This design comes from an exercise in tuning for small area, a short achievable clock period and few clock cycles per item on the open sky130 flow, not from production work. The RTL was checked by simulation tests, not by an equivalence proof against the original design.

===== flow/config.mk =====
export PLATFORM = sky130hd
export DESIGN_NAME = fir_high
export DESIGN_NICKNAME = fir_high
export VERILOG_FILES = /design/flow/design.v
export SDC_FILE = /design/flow/constraint.sdc
export NUM_CORES = 4
export LEC_CHECK = 0
export CAP_MARGIN = 20
export CORE_MARGIN = 2
export CORE_UTILIZATION = 40
export SLEW_MARGIN = 20

===== flow/constraint.sdc =====
create_clock -name core_clock -period 8.0 [get_ports {clk}]
set_input_delay 1.6000 -clock core_clock [delete_from_list [all_inputs] [get_ports {clk}]]
set_output_delay 1.6000 -clock core_clock [all_outputs]
set_load 0.01 [all_outputs]

===== flow/design.v =====
module fir_high #(
    parameter int NTAPS = 1021
) (
    input  logic               clk,
    input  logic               rst_n,
    input  logic               sequencing,
    input  logic signed [15:0] lft_in,
    input  logic signed [15:0] rght_in,
    input  logic signed [15:0] coef,
    output logic        [9:0]  coef_addr,
    output logic signed [15:0] lft_out,
    output logic signed [15:0] rght_out,
    output logic               valid
);
    typedef enum logic [1:0] {
        IDLE  = 2'd0,
        ACCUM = 2'd1,
        DONE  = 2'd2
    } state_t;
    localparam logic [9:0]  LAST_ADDR  = 10'(NTAPS - 1);
    localparam logic [9:0]  FIRST_ADDR = (NTAPS > 1) ? 10'd1 : 10'd0;
    localparam logic [10:0] NTAPS_CNT  = 11'(NTAPS);
    state_t             state_r;
    logic signed [31:0] acc_lft_r;
    logic signed [31:0] acc_rght_r;
    logic        [10:0] mac_cnt_r;
    logic               seq_d_r;
    logic signed [15:0] smpl_lft_r;
    logic signed [15:0] smpl_rght_r;
    logic signed [31:0] prod_lft_s;
    logic signed [31:0] prod_rght_s;
    function automatic logic signed [15:0] scale_result(input logic signed [31:0] acc);
        scale_result = acc[30:15];
    endfunction
    always_comb begin
        prod_lft_s  = 32'(smpl_lft_r) * 32'(coef);
        prod_rght_s = 32'(smpl_rght_r) * 32'(coef);
    end
    always_ff @(posedge clk or negedge rst_n) begin
        if (!rst_n) begin
            state_r     <= IDLE;
            coef_addr   <= 10'd0;
            lft_out     <= 16'sd0;
            rght_out    <= 16'sd0;
            valid       <= 1'b0;
            acc_lft_r   <= 32'sd0;
            acc_rght_r  <= 32'sd0;
            mac_cnt_r   <= 11'd0;
            seq_d_r     <= 1'b0;
            smpl_lft_r  <= 16'sd0;
            smpl_rght_r <= 16'sd0;
        end else begin
            seq_d_r     <= sequencing;
            smpl_lft_r  <= lft_in;
            smpl_rght_r <= rght_in;
            valid       <= 1'b0;
            case (state_r)
                IDLE: begin
                    if (sequencing) begin
                        state_r    <= ACCUM;
                        acc_lft_r  <= 32'sd0;
                        acc_rght_r <= 32'sd0;
                        mac_cnt_r  <= 11'd0;
                        coef_addr  <= FIRST_ADDR;
                    end else begin
                        coef_addr  <= 10'd0;
                    end
                end
                ACCUM: begin
                    if (sequencing && (coef_addr != LAST_ADDR)) begin
                        coef_addr <= coef_addr + 10'd1;
                    end else begin
                        coef_addr <= coef_addr;
                    end
                    if (seq_d_r) begin
                        if (mac_cnt_r < NTAPS_CNT) begin
                            acc_lft_r  <= acc_lft_r + prod_lft_s;
                            acc_rght_r <= acc_rght_r + prod_rght_s;
                            mac_cnt_r  <= mac_cnt_r + 11'd1;
                        end else begin
                            mac_cnt_r  <= mac_cnt_r;
                        end
                    end else begin
                        state_r  <= DONE;
                        lft_out  <= scale_result(acc_lft_r);
                        rght_out <= scale_result(acc_rght_r);
                        valid    <= 1'b1;
                    end
                end
                DONE: begin
                    state_r   <= IDLE;
                    coef_addr <= 10'd0;
                    mac_cnt_r <= 11'd0;
                end
                default: begin
                    state_r   <= IDLE;
                    coef_addr <= 10'd0;
                    mac_cnt_r <= 11'd0;
                end
            endcase
        end
    end
endmodule

===== flow/run.sh =====
#!/bin/bash
# synth_recipe.tcl (not shown) runs the flow's synth.tcl, then flattens the netlist and writes it again
# the make line also repeats each setting of config.mk as NAME=value (left out here)
make -C /OpenROAD-flow-scripts/flow DESIGN_CONFIG=/design/flow/config.mk WORK_HOME=/design/flow/orfs CLKGATE_MAP_FILE= SYNTH_SCRIPT=/design/flow/synth_recipe.tcl finish

==> results.txt <==
==> flip-flops by register name (all words and copies together) (netlist names) <==
name         flops
state_r          2
smpl_lft_r      16
acc_rght_r      31
valid            1
coef_addr       10
seq_d_r          1
smpl_rght_r     16
rght_out        16
acc_lft_r       31
mac_cnt_r       11
lft_out         16
==> critical path, delay by kind of cell <==
family	cells	cell delay [ps]
buffers and inverters	8	1150
adders and majority gates	7	3370
muxes	1	280
AOI/OAI and AO/OA	3	540
and+or+nand+nor	4	1120
==> cell usage after synthesis (3+ instances only) <==
cell,count
inv_1,660
fa_1,570
nand2_1,315
and2_1,232
ha_1,193
dfrtp_1,151
clkbuf_1,99
nor2_1,77
o21ai_0,59
a21oi_1,51
xnor2_1,50
xor2_1,39
mux2_2,33
a21o_1,19
nand2b_1,17
a22o_1,14
nand3_1,14
nand4_1,11
and3_1,9
or3_1,9
a211oi_1,7
o21a_1,6
o21bai_1,6
nor3_1,5
nor3b_1,5
a32o_1,4
and4_1,4
o31ai_1,4
a31oi_1,3
nor2b_1,3
o211ai_1,3
o21ai_1,3
or2_2,3
==> area by class of cell <==
class	instances	area, sq um
fillers	6271	36400
multi-input cells	1809	19900
flip-flops and latches	151	3780
inverters	660	2480
repair buffers	140	1460
well taps	864	1080
clock buffers	17	425
clock inverters	15	201
==> through the flow <==
step | std cells | TNS, ps | cell area [sq um]
6_report | 3656 | 0 | 29300
5_1_grt | 3656 | 0 | 29300
4_1_cts | 3656 | 0 | 29300
3_5_place_dp | 3624 | -29.6 | 28700
3_3_place_gp | 3624 | 0 | 28700
2_1_floorplan | 2722 | 0 | 26500
==> cells by family after synthesis <==
kind of cell	share of synthesized area, %
AO/OA/AOI/OAI	5.21
multiplexers	1.44
buffers and inverters	10.8
XOR/XNOR	2.94
AND/OR/NAND/NOR	13.2
adder cells (fa/ha/maj)	52.1
flip-flops	14.2
==> final timing paths <==
kind | start | to | depth (start not counted)
worst min register to register | acc_lft_r[13]$_DFFE_PN0P_ | acc_lft_r[13]$_DFFE_PN0P_ | 2
min in group asynchronous | rst_n | acc_lft_r[2]$_DFFE_PN0P_ | 1
worst max-delay path | coef[7] | acc_lft_r[29]$_DFFE_PN0P_ | 23
worst min-delay path | acc_lft_r[13]$_DFFE_PN0P_ | acc_lft_r[13]$_DFFE_PN0P_ | 2
max in group asynchronous | rst_n | acc_rght_r[26]$_DFFE_PN0P_ | 2
worst max register to register | smpl_lft_r[10]$_DFF_PN0_ | acc_lft_r[29]$_DFFE_PN0P_ | 19
==> per-layer routing <==
metal | wire length [microns] | vias up | track usage [%]
li1 | - | 8161 | -
met1 | 25500 | 9628 | 25.3
met2 | 30600 | 479 | 33.7
met3 | 3120 | 81 | 2.86
met4 | 1520 | 2 | 6.46
met5 | 17 | - | 0
==> reports/metrics.yaml <==
routing:
  routed_wl_microns: 60700
  vias: 18351
  first_iter_violations: 1047
  first_pass_iters: 7
  drc: 0
  ant_nets: 0
  wire_per_inst_microns: 16.6
  vias_per_cell: 5.02
synth:
  synth_area_leader_cell: "fa_1"
  netlist_area_sq_um: 26500
  ys_ff_latch: 151
  synth_cells: 2722
  synth_top_area_share_pct: 43.0
  synthDistinctLibCells: 66
  async_flop_share_pct: 100
  avgSynthCellArea_sq_um: 9.74
  syn_nets: 3536
  synthTopCellsByArea: "fa_1, dfrtp_1, inv_1"
  ys_seq_area_share_pct: 14.2
  synth_edf_count: 0
  ys.flop_type: "dfrtp_1"
  yosysWarningCount: 1
die:
  io_pins: 94
  num_rows: 94
  dieHeight_microns: 261
  start_util_pct: 40.3
  core_area_sq_um: 65700
  die_x_microns: 261
  die-area_sq_um: 68400
cells_and_area:
  layout-drive-gt1-share_pct: 4.76
  area_growth_pct: 10.6
  fin_nets: 3593
  fin_util_pct: 44.6
  final_cell_mix: "inv_1, fa_1, nand2_1"
  layout_commonest_cell: "inv_1"
  antenna_cells_inserted: 0
global_route:
  grt_pass1_vias: 20674
  grt_pass1_wl_microns: 105000
  grt.total_usage_pct: 19.5
  overflow: 0
  grt_max_degree: 63
  antenna_found_initial: 1
placed_design:
  portBuffers: 93
  post-place-ws_ps: -20.5
  dpl.hpwl_microns: 48100
  gp_congestion: 0.864
sta:
  final-hold-violation-count: 0
  period_share_pct: 95.6
  finClkSkew_ps: 11.4
  rsz0062_at_grt: "false"
  min_period_ps: 7650
  final.setup.worst_slack_ps: 352
  slew_headroom_pct: 39.5
  drv_slew: 0
  whs_ps: 503
  finalSetupViolCount: 0
  tightestPinTransition_ps: 899
  max_freq_ghz: 0.131
run_status:
  status: "finished clean"
critical_path:
  cp-end-kind: "flop"
  critical_path_arrival_ps: 8080
  path_common_cell: "fa_1"
  required_ps: 8430
  r2r_setup_slack_ps: 1340
  crit_chain: "clkdlybuf4s50_1, buf_12, nand2_1, fa_1, inv_1, fa_1, inv_1, fa_1, inv_1, fa_1, fa_1, inv_1, fa_1, inv_1, ha_1, nand2_1, nor4_1, o31ai_2, buf_4, o221ai_1, a21oi_2, mux2_2, nand3_1"
  cp_slowest_cell: "nor4_1"
  worst_setup_path_start_kind: "primary input"
  worstSetupPathType: "in2reg"
  crit_fanout: 32
  cp_slowest_stage_delay_ps: 790
job:
  drv_cap: 0
cts:
  clock-root-buffer: "clkbuf_16"
  clk_path_buf_depth: 2
  cts_max_level: 4
  cts_inserted_buffers: 17
  cts.sinks: 151
  cts_tree: "done"
  cts_resized: 0
  insertion_delay_ps: 500
  ctsHoldBuffers: 0
  cts_setup_buffers: 0
  path_clk_slew_ps: 70
hold_path:
  holdCritPathClass: "reg2reg"
Testbench counts, summed over its fixed seeds: cycles 49,152, runs 48.

[re-timing with driven ports]
In the flow no input, the clock included, has a driving cell. The finished layout below was timed again as built, in two steps.
Step 1 sets driving cells, clkbuf_16 on the clock port and buf_2 on the other inputs (assumed; they add their load-dependent delay and slew).
Step 2 moves the port delays by t, midway between the first and last clock arrival at a register: inputs arrive t later, outputs are due t later. That takes back most of the time a late clock gives input paths.
Slacks: ideal / step 1 / step 2; pairs: ideal / step 1.
shift t [ns]: 0.555
slack for setup (ns): 0.352 / 0.383 / -0.172
worst register clock-pin slew, ns: 0.08 / 0.08
With both steps, setup timing fails in this run, where it was met with ideal ports. For this run, drivers alone change the setup slack by +0.031 ns; drivers and shift together by -0.524 ns.
